What follows belongs to an exercise in optimizing a design on an open flow for small area, a short achievable clock period and few clock cycles per item; a production flow would make more cautious choices.
Function was checked by simulation only, so behaviour that the tests miss may differ from the original.

==> build 27 <==
==> flow/design.v (excerpt) <==
module pressure_rolling_average (
    input  logic         clk,
    input  logic         rst_n,
    input  logic         s_tvalid,
    output logic         s_tready,
    input  logic [15:0]  s_tdata,    
    output logic         m_tvalid,
    input  logic         m_tready,
    output logic [39:0]  m_tdata,    
    output logic         m_tuser,    
    input  logic         cfg_valid,
    output logic         cfg_ready,
    input  logic [1:0]   cfg_index,
    input  logic [12:0]  cfg_data
);
clock: 8.5 ns
lec_check: 0
cap_margin: 20
core_margin: 2
core_utilization: 40
setup_slack_margin: 3.0
slew_margin: 20
run.sh (not shown) runs the stock make flow with config.mk's settings and CLKGATE_MAP_FILE= SYNTH_SCRIPT=/design/flow/synth_recipe.tcl, a recipe that flattens the netlist after the stock synthesis.
==> trial 23 (differences from build 27) <==
--- a/flow/design.v
+++ b/flow/design.v
@@ -19,15 +19,16 @@
     output logic               busy,        
     output logic               vc,
     output logic [14:0]        sum,
     output logic signed [16:0] diff,
     output logic [5:0]         cnt,
     output logic               full,
     output logic [23:0]        bctl,        
-    output logic               mneg         
+    output logic               mneg,        
+    output logic [5:0]         mnx          
 );
     logic [9:0]  ring_mem [32];
     logic [9:0]  old;
     logic        vb, eb;
     logic [10:0] ds_b, dd_b;
     logic [5:0]  nb;
     logic        fb;
@@ -36,64 +37,68 @@
     logic [5:0]  nc;
     logic        fc;
     logic [4:0]  slot;
     logic [5:0]  fill;
     logic        sub;
     logic [5:0]  nnew;
     logic [5:0]  dcnt;
-    logic        dstep;
+    logic        dstep;       
     logic [16:0] d_add;
     logic [16:0] d_next;
     logic [23:0] bctl_reg;
     logic        ng_reg;
+    logic [5:0]  nx_reg;
     logic [14:0] u_nx;
     logic [16:0] y_nx;        
     logic [23:0] bctl_nx;
-    assign dstep = (dcnt != 6'd0);
     assign busy  = dstep;
     assign sub   = (fill == win);
     assign nnew  = sub ? win : (fill + 6'd1);
     assign old   = ring_mem[slot];
     always_ff @(posedge clk or negedge rst_n)
     begin
         if (!rst_n)
         begin
             vb   <= 1'b0;
             vc   <= 1'b0;
             slot <= '0;
             fill <= '0;
             dcnt <= '0;
+            dstep <= 1'b0;
         end
         else
         begin
             if (adv)
             begin
                 vb <= load;
                 vc <= vb;
             end
             if (win_wr)
             begin
-                slot <= '0;
-                fill <= '0;
-                dcnt <= '0;
+                slot  <= '0;
+                fill  <= '0;
+                dcnt  <= '0;
+                dstep <= 1'b0;
             end
             else
             begin
                 if (load)
                 begin
                     slot <= (6'(slot) + 6'd1 >= win) ? 5'd0 : (slot + 5'd1);
                     fill <= nnew;
                 end
                 if (off_wr)
                 begin
-                    dcnt <= fill;
+                    dcnt  <= fill;
+                    dstep <= (fill != 6'd0);
                 end
                 else if (dstep)
                 begin
-                    dcnt <= dcnt - 6'd1;
+                    dcnt  <= dcnt - 6'd1;
+                    dstep <= (dcnt != 6'd1);
                 end
             end
         end
     end
     always_ff @(posedge clk)
     begin
         if (adv)
@@ -145,17 +150,19 @@
     end
     always_ff @(posedge clk)
     begin
         if (adv || uload)
         begin
             bctl_reg <= bctl_nx;
             ng_reg   <= d_next[16] & !uload;
+            nx_reg   <= (d_next[16] & !uload) ? (6'd0 - nb) : nb;
         end
     end
     assign bctl = bctl_reg;
+    assign mnx  = nx_reg;
     assign mneg = ng_reg;
     assign sum  = s_reg;
     assign diff = d_reg;
     assign cnt  = nc;
     assign full = fc;
 endmodule
 module pra_ndiv #(
@@ -180,23 +187,71 @@
             d   = {1'b0, rem, b} - {1'b0, n};
             w   = {w[WW-2:0], !d[6]};
             rem = d[6] ? {rem[3:0], b} : d[4:0];
         end
         st_o = {rem, w};
     end
 endmodule
+module pra_ndiv4 #(
+    parameter int WW  = 18,
+    parameter int NST = 2
+) (
+    input  logic [5:0]       n,
+    input  logic [7:0]       n3,      
+    input  logic [WW+4:0]    st_i,
+    output logic [WW+4:0]    st_o
+);
+    always_comb
+    begin
+        logic [4:0]    rem;
+        logic [WW-1:0] w;
+        logic [6:0]    t;
+        logic [8:0]    d1, d2, d3;
+        rem = st_i[WW+4:WW];
+        w   = st_i[WW-1:0];
+        for (int i = 0; i < NST; i++)
+        begin
+            t  = {rem, w[WW-1:WW-2]};
+            d1 = {2'b00, t} - {3'b000, n};
+            d2 = {2'b00, t} - {2'b00, n, 1'b0};
+            d3 = {2'b00, t} - {1'b0, n3};
+            if (!d3[8])
+            begin
+                rem = d3[4:0];
+                w   = {w[WW-3:0], 2'd3};
+            end
+            else if (!d2[8])
+            begin
+                rem = d2[4:0];
+                w   = {w[WW-3:0], 2'd2};
+            end
+            else if (!d1[8])
+            begin
+                rem = d1[4:0];
+                w   = {w[WW-3:0], 2'd1};
+            end
+            else
+            begin
+                rem = t[4:0];
+                w   = {w[WW-3:0], 2'd0};
+            end
+        end
+        st_o = {rem, w};
+    end
+endmodule
 module pra_press (
     input  logic              clk,
     input  logic              rst_n,
     input  logic              adv,
     input  logic              gstart,    
     input  logic [1:0]        gmodel,    
     input  logic [23:0]       bctl,      
     input  logic [5:0]        n,         
     input  logic              neg,       
+    input  logic [5:0]        nx,        
     output logic              uload,     
     output logic              busy,      
     output logic [23:0]       v          
 );
     localparam logic [38:0] C0 = 39'h012345678a;
     localparam logic [38:0] C1 = 39'h0b60b60b61;
     localparam logic [38:0] C2 = 39'h4fa39e5cc8;
@@ -246,55 +301,50 @@
             end
             cm1 <= (gst == 3'd2) && !gstart;
             cm2 <= cm1 && !gstart;
         end
     end
     logic [42:0]  r0, r1, r2, r3, r4, r5, r6, r7;
     logic [53:0]  x1;
-    logic [107:0] l1a, l1b, l1c, l1d;
-    logic [53:0]  sum1;
+    logic [107:0] l1a, l1b, l1c, l1d, l1e, l1f, l1g;
+    logic [13:0]  lo1;
     assign r0 = brow(bctl[2:0], g1);
     assign r1 = brow(bctl[5:3], g1);
     assign r2 = brow(bctl[8:6], g1);
     assign r3 = brow(bctl[11:9], g1);
     assign r4 = brow(bctl[14:12], g1);
-    assign r5 = {bctl[17], 42'd0};
-    assign r6 = {bctl[20], 42'd0};
-    assign r7 = {bctl[23], 42'd0};
-    logic [5:0]  nx;
+    assign r5 = brow(bctl[17:15], g1);
+    assign r6 = brow(bctl[20:18], g1);
+    assign r7 = brow(bctl[23:21], g1);
     logic [53:0] kx;
-    assign nx = neg ? (6'd0 - n) : n;
     assign kx = neg ? (K - (54'd1 << 35)) : K;
     assign x1 = kx | 54'({r7[42], 1'b0, r6[42], 1'b0, r5[42], 1'b0, r4[42], 1'b0,
                           r3[42], 1'b0, r2[42], 1'b0, r1[42], 1'b0, r0[42]})
                    | (cm1 ? (54'd1 << 13) : (54'(nx) << 29));
-    assign l1a  = csa(54'(r0[41:0]), 54'(r1[41:0]) << 2, 54'(r2[41:0]) << 4);
-    assign l1b  = csa(54'(r3[41:0]) << 6, 54'(r4[41:0]) << 8, x1);
-    assign l1c  = csa(l1a[53:0], l1a[107:54], l1b[53:0]);
-    assign l1d  = csa(l1c[53:0], l1c[107:54], l1b[107:54]);
-    assign sum1 = l1d[53:0] + l1d[107:54];
-    logic [43:0] p1;        
-    logic [8:0]  c2;        
+    assign l1a = csa(54'(r0[41:0]), 54'(r1[41:0]) << 2, 54'(r2[41:0]) << 4);
+    assign l1b = csa(54'(r3[41:0]) << 6, 54'(r4[41:0]) << 8, 54'(r5[41:0]) << 10);
+    assign l1c = csa(54'(r6[41:0]) << 12, 54'(r7[41:0]) << 14, x1);
+    assign l1d = csa(l1a[53:0], l1a[107:54], l1b[53:0]);
+    assign l1e = csa(l1b[107:54], l1c[53:0], l1c[107:54]);
+    assign l1f = csa(l1d[53:0], l1d[107:54], l1e[53:0]);
+    assign l1g = csa(l1f[53:0], l1f[107:54], l1e[107:54]);
+    assign lo1 = {1'b0, l1g[12:0]} + {1'b0, l1g[66:54]};
+    logic [40:0] ps1, pc1;   
+    logic        pk1;        
     always_ff @(posedge clk)
     begin
         if (adv || cm1)
         begin
-            p1  <= sum1[53:10];
-            c2  <= bctl[23:15];
+            ps1 <= l1g[53:13];
+            pc1 <= l1g[107:67];
+            pk1 <= lo1[13];
         end
     end
-    logic [42:0]  q5, q6, q7;
-    logic [107:0] l2a, l2b;
     logic [53:0]  sum2;
-    assign q5 = brow(c2[2:0], g1);
-    assign q6 = brow(c2[5:3], g1);
-    assign q7 = brow(c2[8:6], g1);
-    assign l2a  = csa(54'(q5[41:0]) << 10, 54'(q6[41:0]) << 12, 54'(q7[41:0]) << 14);
-    assign l2b  = csa(l2a[53:0], l2a[107:54], {p1, 10'd0});
-    assign sum2 = l2b[53:0] + l2b[107:54];
+    assign sum2 = {ps1, 13'd0} + {pc1, 13'd0} + (54'(pk1) << 13);
     assign v = sum2[53:30];
     always_ff @(posedge clk)
     begin
         if (gstart || (gst == 3'd1))
         begin
             case (gmodel)
                 2'd0:    g1 <= C0;
@@ -319,25 +369,24 @@
     output logic [39:0]  m_tdata,    
     output logic         m_tuser,    
     input  logic         cfg_valid,
     output logic         cfg_ready,
     input  logic [1:0]   cfg_index,
     input  logic [12:0]  cfg_data
 );
-    localparam int KA1 = 3;
-    localparam int KA2 = 3;
-    localparam int NE  = 6;
+    localparam int KA1 = 2;      
+    localparam int KA2 = 2;      
+    localparam int NE  = 4;
     function automatic int qsteps(input int j);
-        qsteps = 3;
+        qsteps = (j < 3) ? 2 : 1;
     endfunction
     function automatic int asteps(input int j);
         case (j)
-            0:       asteps = 3;
-            1:       asteps = 3;
-            2:       asteps = 2;
+            0:       asteps = 2;
+            1:       asteps = 2;
             default: asteps = 0;
         endcase
     endfunction
     logic [5:0]  win_reg;
     logic [1:0]  model_reg;
     logic [12:0] ref_reg;
     logic [9:0]  off_reg;
@@ -376,14 +425,15 @@
     logic               vc;
     logic [14:0]        sum_c;
     logic [16:0]        diff_c;
     logic [5:0]         n_c;
     logic               full_c;
     logic [23:0]        bctl_c;
     logic               mneg_c;
+    logic [5:0]         mnx_c;
     logic               uload;
     pra_ring u_ring (
         .clk    (clk),
         .rst_n  (rst_n),
         .adv    (adv),
         .load   (s_tvalid && s_tready),
         .sample (s_tdata[9:0]),
@@ -396,41 +446,52 @@
         .busy   (busy_r),
         .vc     (vc),
         .sum    (sum_c),
         .diff   (diff_c),
         .cnt    (n_c),
         .full   (full_c),
         .bctl   (bctl_c),
-        .mneg   (mneg_c)
+        .mneg   (mneg_c),
+        .mnx    (mnx_c)
     );
     logic [23:0] v_mul;
     pra_press u_press (
         .clk    (clk),
         .rst_n  (rst_n),
         .adv    (adv),
         .gstart (g_wr),
         .gmodel (gmodel),
         .bctl   (bctl_c),
         .n      (n_c),
         .neg    (mneg_c),
+        .nx     (mnx_c),
         .uload  (uload),
         .busy   (busy_p),
         .v      (v_mul)
     );
     logic [18:0] a_c, a_c2;
     assign a_c = {sum_c, 4'b0000};    
     pra_ndiv #(.WW(14), .NST(KA1)) u_adiv1 (.n(n_c), .st_i(a_c), .st_o(a_c2));
     logic        v_d1, neg_d1, full_d1;
     logic [5:0]  n_d1;
+    logic [7:0]  n3_d1;
     logic [18:0] a_d1, a_d1x;
-    pra_ndiv #(.WW(14), .NST(KA2)) u_adiv2 (.n(n_d1), .st_i(a_d1), .st_o(a_d1x));
+    pra_ndiv4 #(.WW(14), .NST(KA2)) u_adiv2 (.n(n_d1), .n3(n3_d1), .st_i(a_d1), .st_o(a_d1x));
+    logic [22:0] q_d1x, q_d1y;
+    logic        ovf_d1x, zf_d1x;
+    assign ovf_d1x = (v_mul[23:18] >= n_d1);
+    assign zf_d1x  = neg_d1 && (v_mul[23:5] == '1);
+    pra_ndiv4 #(.WW(18), .NST(1)) u_qdiv0 (.n(n_d1), .n3(n3_d1), .st_i(v_mul[22:0]), .st_o(q_d1x));
+    pra_ndiv  #(.WW(18), .NST(1)) u_qdiv1 (.n(n_d1), .st_i(q_d1x), .st_o(q_d1y));
     logic        v_d2, neg_d2, full_d2;
     logic [5:0]  n_d2;
+    logic [7:0]  n3_d2;
     logic [18:0] a_d2;
-    logic [23:0] v_d2v;
+    logic [22:0] q_d2;
+    logic        ovf_d2, zf_d2;
     always_ff @(posedge clk or negedge rst_n)
     begin
         if (!rst_n)
         begin
             v_d1 <= 1'b0;
             v_d2 <= 1'b0;
         end
@@ -443,60 +504,77 @@
     always_ff @(posedge clk)
     begin
         if (adv)
         begin
             neg_d1  <= mneg_c;
             full_d1 <= full_c;
             n_d1    <= n_c;
+            n3_d1   <= {2'b00, n_c} + {1'b0, n_c, 1'b0};
             a_d1    <= a_c2;
             neg_d2  <= neg_d1;
             full_d2 <= full_d1;
             n_d2    <= n_d1;
+            n3_d2   <= n3_d1;
             a_d2    <= a_d1x;
-            v_d2v   <= v_mul;
+            q_d2    <= q_d1y;
+            ovf_d2  <= ovf_d1x;
+            zf_d2   <= zf_d1x;
         end
     end
     logic [NE:0]        ve;
     logic [NE*23-1:0]   q_st;
     logic [NE*19-1:0]   a_st;
     logic [NE*6-1:0]    n_e;
+    logic [NE*8-1:0]    n3_e;
     logic [NE-1:0]      ovf_e, neg_e, full_e, zf_e;
     assign ve[0] = v_d2;
     for (genvar j = 0; j < NE; j++)
     begin : g_div
         localparam int QD = qsteps(j);
         localparam int AD = asteps(j);
         logic [5:0]  n_in;
+        logic [7:0]  n3_in;
         logic [22:0] q_in, q_out;
         logic [18:0] a_in, a_out;
         logic        ovf_in, neg_in, full_in, zf_in;
         if (j == 0)
         begin : g_first
             assign n_in    = n_d2;
-            assign ovf_in  = (v_d2v[23:18] >= n_d2);
-            assign zf_in   = neg_d2 && (v_d2v[23:5] == '1);
-            assign q_in    = v_d2v[22:0];
+            assign n3_in   = n3_d2;
+            assign ovf_in  = ovf_d2;
+            assign zf_in   = zf_d2;
+            assign q_in    = q_d2;
             assign a_in    = a_d2;
             assign neg_in  = neg_d2;
             assign full_in = full_d2;
         end
         else
         begin : g_next
             assign n_in    = n_e[(j-1)*6 +: 6];
+            assign n3_in   = n3_e[(j-1)*8 +: 8];
             assign ovf_in  = ovf_e[j-1];
             assign zf_in   = zf_e[j-1];
             assign q_in    = q_st[(j-1)*23 +: 23];
             assign a_in    = a_st[(j-1)*19 +: 19];
             assign neg_in  = neg_e[j-1];
             assign full_in = full_e[j-1];
         end
-        pra_ndiv #(.WW(18), .NST(QD)) u_qdiv (.n(n_in), .st_i(q_in), .st_o(q_out));
+        if (j < NE - 1)
+        begin : g_q4
+            pra_ndiv4 #(.WW(18), .NST(QD)) u_qdiv (.n(n_in), .n3(n3_in), .st_i(q_in), .st_o(q_out));
+        end
+        else
+        begin : g_q42
+            logic [22:0] q_mid;
+            pra_ndiv4 #(.WW(18), .NST(QD)) u_qdiv (.n(n_in), .n3(n3_in), .st_i(q_in), .st_o(q_mid));
+            pra_ndiv  #(.WW(18), .NST(1))  u_qdiv2 (.n(n_in), .st_i(q_mid), .st_o(q_out));
+        end
         if (AD > 0)
         begin : g_avg
-            pra_ndiv #(.WW(14), .NST(AD)) u_adiv (.n(n_in), .st_i(a_in), .st_o(a_out));
+            pra_ndiv4 #(.WW(14), .NST(AD)) u_adiv (.n(n_in), .n3(n3_in), .st_i(a_in), .st_o(a_out));
         end
         else
         begin : g_avg_done
             assign a_out = a_in;
         end
         always_ff @(posedge clk or negedge rst_n)
         begin
@@ -514,14 +592,15 @@
             always_ff @(posedge clk)
             begin
                 if (adv)
                 begin
                     q_st[j*23 +: 23] <= q_out;
                     a_st[j*19 +: 19] <= a_out;
                     n_e[j*6 +: 6]    <= n_in;
+                    n3_e[j*8 +: 8]   <= n3_in;
                     ovf_e[j]         <= ovf_in;
                     zf_e[j]          <= zf_in;
                     neg_e[j]         <= neg_in;
                     full_e[j]        <= full_in;
                 end
             end
         end
==> trial 70 (differences from build 27) <==
--- a/flow/design.v
+++ b/flow/design.v
@@ -144,15 +144,15 @@
         end
     end
     always_ff @(posedge clk)
     begin
         if (adv || uload)
         begin
             bctl_reg <= bctl_nx;
-            ng_reg   <= d_next[16] & !uload;
+            ng_reg   <= d_next[16];
         end
     end
     assign bctl = bctl_reg;
     assign mneg = ng_reg;
     assign sum  = s_reg;
     assign diff = d_reg;
     assign cnt  = nc;
@@ -188,15 +188,14 @@
     input  logic              clk,
     input  logic              rst_n,
     input  logic              adv,
     input  logic              gstart,    
     input  logic [1:0]        gmodel,    
     input  logic [23:0]       bctl,      
     input  logic [5:0]        n,         
-    input  logic              neg,       
     output logic              uload,     
     output logic              busy,      
     output logic [23:0]       v          
 );
     localparam logic [38:0] C0 = 39'h012345678a;
     localparam logic [38:0] C1 = 39'h0b60b60b61;
     localparam logic [38:0] C2 = 39'h4fa39e5cc8;
@@ -256,21 +255,17 @@
     assign r1 = brow(bctl[5:3], g1);
     assign r2 = brow(bctl[8:6], g1);
     assign r3 = brow(bctl[11:9], g1);
     assign r4 = brow(bctl[14:12], g1);
     assign r5 = {bctl[17], 42'd0};
     assign r6 = {bctl[20], 42'd0};
     assign r7 = {bctl[23], 42'd0};
-    logic [5:0]  nx;
-    logic [53:0] kx;
-    assign nx = neg ? (6'd0 - n) : n;
-    assign kx = neg ? (K - (54'd1 << 35)) : K;
-    assign x1 = kx | 54'({r7[42], 1'b0, r6[42], 1'b0, r5[42], 1'b0, r4[42], 1'b0,
-                          r3[42], 1'b0, r2[42], 1'b0, r1[42], 1'b0, r0[42]})
-                   | (cm1 ? (54'd1 << 13) : (54'(nx) << 29));
+    assign x1 = K | 54'({r7[42], 1'b0, r6[42], 1'b0, r5[42], 1'b0, r4[42], 1'b0,
+                         r3[42], 1'b0, r2[42], 1'b0, r1[42], 1'b0, r0[42]})
+                  | (cm1 ? (54'd1 << 13) : (54'(n) << 29));
     assign l1a  = csa(54'(r0[41:0]), 54'(r1[41:0]) << 2, 54'(r2[41:0]) << 4);
     assign l1b  = csa(54'(r3[41:0]) << 6, 54'(r4[41:0]) << 8, x1);
     assign l1c  = csa(l1a[53:0], l1a[107:54], l1b[53:0]);
     assign l1d  = csa(l1c[53:0], l1c[107:54], l1b[107:54]);
     assign sum1 = l1d[53:0] + l1d[107:54];
     logic [43:0] p1;        
     logic [8:0]  c2;        
@@ -407,15 +402,14 @@
         .clk    (clk),
         .rst_n  (rst_n),
         .adv    (adv),
         .gstart (g_wr),
         .gmodel (gmodel),
         .bctl   (bctl_c),
         .n      (n_c),
-        .neg    (mneg_c),
         .uload  (uload),
         .busy   (busy_p),
         .v      (v_mul)
     );
     logic [18:0] a_c, a_c2;
     assign a_c = {sum_c, 4'b0000};    
     pra_ndiv #(.WW(14), .NST(KA1)) u_adiv1 (.n(n_c), .st_i(a_c), .st_o(a_c2));
@@ -455,39 +449,37 @@
             v_d2v   <= v_mul;
         end
     end
     logic [NE:0]        ve;
     logic [NE*23-1:0]   q_st;
     logic [NE*19-1:0]   a_st;
     logic [NE*6-1:0]    n_e;
-    logic [NE-1:0]      ovf_e, neg_e, full_e, zf_e;
+    logic [NE-1:0]      ovf_e, neg_e, full_e;
     assign ve[0] = v_d2;
     for (genvar j = 0; j < NE; j++)
     begin : g_div
         localparam int QD = qsteps(j);
         localparam int AD = asteps(j);
         logic [5:0]  n_in;
         logic [22:0] q_in, q_out;
         logic [18:0] a_in, a_out;
-        logic        ovf_in, neg_in, full_in, zf_in;
+        logic        ovf_in, neg_in, full_in;
         if (j == 0)
         begin : g_first
             assign n_in    = n_d2;
             assign ovf_in  = (v_d2v[23:18] >= n_d2);
-            assign zf_in   = neg_d2 && (v_d2v[23:5] == '1);
             assign q_in    = v_d2v[22:0];
             assign a_in    = a_d2;
             assign neg_in  = neg_d2;
             assign full_in = full_d2;
         end
         else
         begin : g_next
             assign n_in    = n_e[(j-1)*6 +: 6];
             assign ovf_in  = ovf_e[j-1];
-            assign zf_in   = zf_e[j-1];
             assign q_in    = q_st[(j-1)*23 +: 23];
             assign a_in    = a_st[(j-1)*19 +: 19];
             assign neg_in  = neg_e[j-1];
             assign full_in = full_e[j-1];
         end
         pra_ndiv #(.WW(18), .NST(QD)) u_qdiv (.n(n_in), .st_i(q_in), .st_o(q_out));
         if (AD > 0)
@@ -515,36 +507,45 @@
             begin
                 if (adv)
                 begin
                     q_st[j*23 +: 23] <= q_out;
                     a_st[j*19 +: 19] <= a_out;
                     n_e[j*6 +: 6]    <= n_in;
                     ovf_e[j]         <= ovf_in;
-                    zf_e[j]          <= zf_in;
                     neg_e[j]         <= neg_in;
                     full_e[j]        <= full_in;
                 end
             end
         end
         else
         begin : g_last
-            logic [18:0] prs;
+            logic [18:0]    prs;
+            logic [18-QD:0] hi_p, hi_n, hi_n1;
+            logic [QD-1:0]  lo;
+            assign hi_p  = {1'b0, q_in[17-QD:0]};
+            assign hi_n  = ~hi_p;
+            assign hi_n1 = hi_n + 1'b1;
+            assign lo    = q_out[QD-1:0];
             always_comb
             begin
-                if (zf_in)
+                if (ovf_in)
                 begin
-                    prs = 19'd0;
+                    prs = neg_in ? 19'h40000 : 19'h3ffff;
                 end
-                else if (ovf_in)
+                else if (!neg_in)
                 begin
-                    prs = neg_in ? 19'h40000 : 19'h3ffff;
+                    prs = {hi_p, lo};
+                end
+                else if (lo == '0)
+                begin
+                    prs = {hi_n1, lo};
                 end
                 else
                 begin
-                    prs = {1'b0, q_out[17:0]} ^ {19{neg_in}};
+                    prs = {hi_n, QD'(0) - lo};
                 end
             end
             always_ff @(posedge clk)
             begin
                 if (adv)
                 begin
                     m_tdata <= {7'd0, prs, a_out[13:0]};
- SETUP_SLACK_MARGIN: 3.0 -> 3.3
==> impl_metrics.env <==
export IMPL_pre_cts_ws_ns=1.84
export IMPL_synthArstFlopShare_pct=6.98
export IMPL_synthesis_area_sq_um=59000
export IMPL_status="finished clean"
export IMPL_post_cts_repair_setup_buffers=184
export IMPL_multi_input_cells=3532
export IMPL_numCtsBuffers=97
export IMPL_post_dp_cell_area_sq_um=61600
-- figures above: trial 70

==> impl_metrics.env <==
export IMPL_post_cts_repair_setup_buffers=33
export IMPL_synthesis_area_sq_um=60400
export IMPL_status="finished clean"
export IMPL_synthArstFlopShare_pct=7.01
export IMPL_post_dp_cell_area_sq_um=63100
-- figures above: trial 23

==> impl_metrics.env <==
export IMPL_status="finished clean"
export IMPL_synthesis_area_sq_um=59200
export IMPL_cts_buffer_depth=3
export IMPL_cp_cell_sequence="clkinvlp_4 > buf_4 > buf_4 > buf_12 > buf_4 > nand3_2 > o31ai_2 > xnor2_1 > nand2_2 > fa_2 > fa_2 > inv_2 > fa_2 > ha_4 > a21o_1 > a21o_1 > a21o_1 > a21o_1 > a21oi_2 > o21ai_0 > a31o_2 > a31o_4 > or4_1 > nand4_1"
export IMPL_pre_cts_ws_ns=2.11
export IMPL_grt_pass1_vias=39200
export IMPL_numCtsBuffers=99
export IMPL_post_dp_cell_area_sq_um=61700
export IMPL_multi_input_cells=3607
export IMPL_vias=39600
export IMPL_path_max_fanout=4
-- figures above: build 27

Testbench counts of build 27, summed over its fixed seeds: cycles 5,923, items 4,835.
Testbench counts of trial 23, summed over its fixed seeds: cycles 5,763, items 4,835.
Testbench counts of trial 70, summed over its fixed seeds: cycles 5,923, items 4,835.

==> static timing again, ports no longer ideal <==
The flow's constraints put no driver on any port. The routed layouts listed below were extracted and timed again, unchanged, in two steps. Step 1: set_driving_cell puts a clkbuf_16 on clk and a buf_2 on each other input, an assumption about the parent block. Step 2 times the ports against the registers' clock, not the clock port: input delays grow and output delays shrink by t, the midpoint of the rising clock arrivals with the driver on. a / b / c = ideal / step 1 / step 2; a / b = the first two.
| run | t (ns) | setup slack, ns | worst setup path after step 2 | worst data-port slew with drivers (ns) | pins driven straight from the clock port |
|---|---|---|---|---|---|
| build 27 | 0.816 | 3.067 / 3.067 / 3.067 | register to register | 0.13 | 1 |
| trial 23 | 0.804 | 2.448 / 2.448 / 2.448 | register to register | 0.04 | 1 |
| trial 70 | 0.780 | 3.107 / 3.107 / 3.107 | register to register | 0.14 | 1 |
After both steps every run listed still meets setup and hold.
